From an optimization exercise on the open Yosys and OpenROAD flow, aimed at small area, a short achievable clock period and few clock cycles; shortcuts taken in it are not production practice. At most, simulation tests tie the RTL to the original design; equivalence was not proved.

Design calendar_date_stepper, start of the top module:
module calendar_date_stepper
#(
    parameter int unsigned MAX_YEAR = 9999
) (
    input  logic               aclk,
    input  logic               aresetn,
    input  logic               cfg_wr_en,
    input  logic [MASK_W-1:0]  cfg_wr_data,
    input  logic               s_valid,
    output logic               s_ready,
    input  logic [1:0]         s_req_type,
    input  logic               s_step_back,
    input  logic [COUNT_W-1:0] s_step_count,
    input  logic [DAY_W-1:0]   s_load_day,
    input  logic [MONTH_W-1:0] s_load_month,
    input  logic [YEAR_W-1:0]  s_load_year,
    output logic               m_valid,
    input  logic               m_ready,
    output logic [DAY_W-1:0]   m_out_day,
    output logic [MONTH_W-1:0] m_out_month,
    output logic [YEAR_W-1:0]  m_out_year,
    output logic [WD_W-1:0]    m_weekday,
    output logic [DOY_W-1:0]   m_day_of_year,
    output logic               m_is_leap,
    output logic [DAY_W-1:0]   m_month_length,
    output logic               m_date_valid,
    output logic               m_is_weekend,
    output logic               m_range_error
);
    localparam logic signed [15:0] MAXY = 16'(MAX_YEAR);
    typedef enum logic [2:0] {
        ST_IDLE = 3'd0,
        ST_D1   = 3'd1,
        ST_D2   = 3'd2,
        ST_M2   = 3'd4,
        ST_G    = 3'd5,
        ST_RW   = 3'd6
    } state_t;
    state_t st;
    logic [4:0]  o_day;
    logic [3:0]  o_month;
    logic [13:0] o_year;
    logic [2:0]  o_wd;
    logic [8:0]  o_doy;
    logic        o_leap;
    logic [4:0]  o_len;
    logic        o_valid;
    logic        o_wkend;
    logic        o_err;
    logic        mvalid;
    logic [8:0]  yc400;    
    logic [6:0]  mask;
    logic               rmon;     
    logic               rback;
  ...
clock: 9.0 ns
lec_check: 0
abc_area: 1
cap_margin: 20
core_margin: 2
core_utilization: 40
setup_slack_margin: 2.0
slew_margin: 20
run.sh (not shown) runs the stock make flow with config.mk's settings and CLKGATE_MAP_FILE= SYNTH_SCRIPT=/design/flow/synth_recipe.tcl, a recipe that flattens the netlist after the stock synthesis.
The baseline went through all stages and came out clean.
Edit:
Settings changed: SETUP_SLACK_MARGIN 2.0 to 1.0.
The changed run finished with timing, DRC and antenna clean. Routed wire length drops by 5.1%. Utilization drops by 3.7 points. Worst setup slack is about the same. Clock-buffer cell count climbs by 1.
Edit:
Settings changed: CORE_UTILIZATION 40 to 55, PLACE_DENSITY set to 0.7, SETUP_SLACK_MARGIN 1.0 to 1.5.
Outcome: The new run produced a clean layout; clock skew is lower by 0.0045 ns; cell area is higher by 3.6%; core utilization is higher by 20 points; setup slack is worse by 0.26 ns; sequential cell count stays the same; global-route usage climbs by 11 points; critical path depth rose by 1; die area falls by 27%; register-to-register slack got worse by 0.26 ns.
Edit:
Settings changed: SETUP_SLACK_MARGIN 1.5 to unset.
The new run completed with no timing, DRC or antenna violations.
Die area stays the same.
First-iteration DRC count shrinks by a few percent.
Global-route usage shrinks by 0.84 points.
Clock skew stays flat.
Sequential share of layout area grows by 1.1 points.
Function was not checked in any run of this note: the RTL went through the layout flow alone.

AL:
Another version of the RTL of calendar_date_stepper (not shown whole).
Size in the first run: ~160 flip-flops, roughly 100 I/O pins, about 28000 sq um of cells after synthesis.
clock: 9.0 ns
lec_check: 0
abc_area: 1
cap_margin: 20
core_margin: 2
core_utilization: 40
setup_slack_margin: 1.3
slew_margin: 20
| AL | all stages done | FAIL | negative setup slack |
Testbench counts of AL, summed over its fixed seeds: cycles 1,568.
Inputs modified between AL and JK:
Settings: SETUP_SLACK_MARGIN changed from 1.3 to 0.8.
==> comparison <==
| JK | all stages done | FAIL | negative setup slack |
Via-per-instance ratio went down slightly going from AL to JK.
When the final numbers for AL and JK were put side by side, the critical path buffer and inverter count turned out to be greater in JK.

== rev 12 ==
Another version of the RTL of calendar_date_stepper (not shown whole).
For scale: ~2800 cells after synthesis, roughly 100 I/O pins, about 0.024 mm² of cells after synthesis.
Settings: LEC_CHECK=0, CAP_MARGIN=20, CORE_MARGIN=2, CORE_UTILIZATION=55, SLEW_MARGIN=20; clock period 9.0 ns.
Layout checks on rev 12: not met. Flow itself completed; violations: negative setup slack.
--- input diff rev 12..rev 13 ---
diff --git a/flow/config.mk b/flow/config.mk
--- a/flow/config.mk
+++ b/flow/config.mk
@@ -7,0 +8 @@
+export ABC_CLOCK_PERIOD_IN_PS = 7000
==> run notes <==
To summarise rev 13: no stage aborted, but the layout did not pass its checks, failing on negative setup slack. Rev 12: flow complete, layout not clean; failing: negative setup slack. Rev 12 -> rev 13: vertical extent of the die flat. Between rev 12 and rev 13, the number of enable-type register cells in the synthesized netlist figures differ only marginally. Diff rev 12..rev 13 | count of pins on the block boundary | unchanged. From rev 12 to rev 13 the numbers moved as follows: aggregate global routing overflow now sits at about the same level, compound-gate portion of the synthesized area now sits at about the same level, wire length now sits at about the same level, synthesized area now sits at about the same level. Compared with rev 12, in rev 13 cell count has remained practically unchanged, global-route usage has remained practically unchanged, detailed-route via count has remained practically unchanged.
Function was not checked in any run of this note: the RTL went through the layout flow alone.

== before ==
Another version of the RTL of calendar_date_stepper (not shown whole).
Size: roughly 3500 cells after synthesis, roughly 100 I/O pins, about 0.024 mm2 of cells after synthesis.
## calendar_date_stepper
module calendar_date_stepper
#(
    parameter int unsigned MAX_YEAR = 9999
) (
    input  logic               aclk,
    input  logic               aresetn,
    input  logic               cfg_wr_en,
    input  logic [MASK_W-1:0]  cfg_wr_data,
    input  logic               s_valid,
    output logic               s_ready,
    input  logic [1:0]         s_req_type,
    input  logic               s_step_back,
    input  logic [COUNT_W-1:0] s_step_count,
    input  logic [DAY_W-1:0]   s_load_day,
    input  logic [MONTH_W-1:0] s_load_month,
    input  logic [YEAR_W-1:0]  s_load_year,
    output logic               m_valid,
    input  logic               m_ready,
    output logic [DAY_W-1:0]   m_out_day,
    output logic [MONTH_W-1:0] m_out_month,
    output logic [YEAR_W-1:0]  m_out_year,
    output logic [WD_W-1:0]    m_weekday,
    output logic [DOY_W-1:0]   m_day_of_year,
    output logic               m_is_leap,
    output logic [DAY_W-1:0]   m_month_length,
    output logic               m_date_valid,
    output logic               m_is_weekend,
    output logic               m_range_error
);
clock: 9.0 ns
lec_check: 0
abc_area: 1
cap_margin: 20
core_margin: 2
core_utilization: 40
setup_slack_margin: 0.6
slew_margin: 20
No stage failed in before, and the final checks on the layout all came back clean.
Testbench counts of before, summed over its fixed seeds: cycles 2,192.
The inputs of after differ from those of before as listed below.
- SETUP_SLACK_MARGIN now 1.0, was 0.6
Notes after the runs:
Diff before..after | final setup skew | negligible
Looking at depth of the most critical reg-to-reg path, after sits 4.2% above before.
For count of nets left with antenna violations after detail routing, after and before come out practically identical.

[port drivers added, routing unchanged]
The flow's constraints put no driver on any port. The routed layouts listed below were extracted and timed again, unchanged, in two steps.
Step 1 sets driving cells, clkbuf_16 on the clock port and buf_2 on the other inputs (assumed; they add their load-dependent delay and slew).
Step 2 also shifts input and output timing later by t, the mid clock arrival at the registers, as if the neighbouring blocks saw the same clock.
a / b / c = ideal ports / drivers / drivers and shift; a / b = the first two.
run	t (ns)	setup slack, ns	worst setup path at the end	worst slew at a driven data input, ns	cell pins on the clock port's net
the first run of note 1	0.534	0.908 / 0.908 / 0.908	register to register	0.07	1
the second run of note 1	0.527	0.906 / 0.906 / 0.821	input to register	0.04	1
the third run of note 1	0.548	0.650 / 0.650 / 0.650	register to register	0.04	1
the fourth run of note 1	0.557	0.438 / 0.438 / 0.092	input to register	0.05	1
AL	0.559	-0.803 / -0.803 / -0.803	register to register	0.09	1
JK	0.562	-0.868 / -0.868 / -0.868	register to register	0.09	1
rev 12	0.542	-0.212 / -0.212 / -0.212	register to register	0.05	1
rev 13	0.542	-0.212 / -0.212 / -0.212	register to register	0.05	1
before	0.543	0.845 / 0.845 / 0.463	input to register	0.05	1
after	0.561	0.697 / 0.697 / 0.697	register to register	0.05	1
The setup slack of before, which loses most, moves by 0.000 ns with the drivers and by -0.382 ns with both steps.
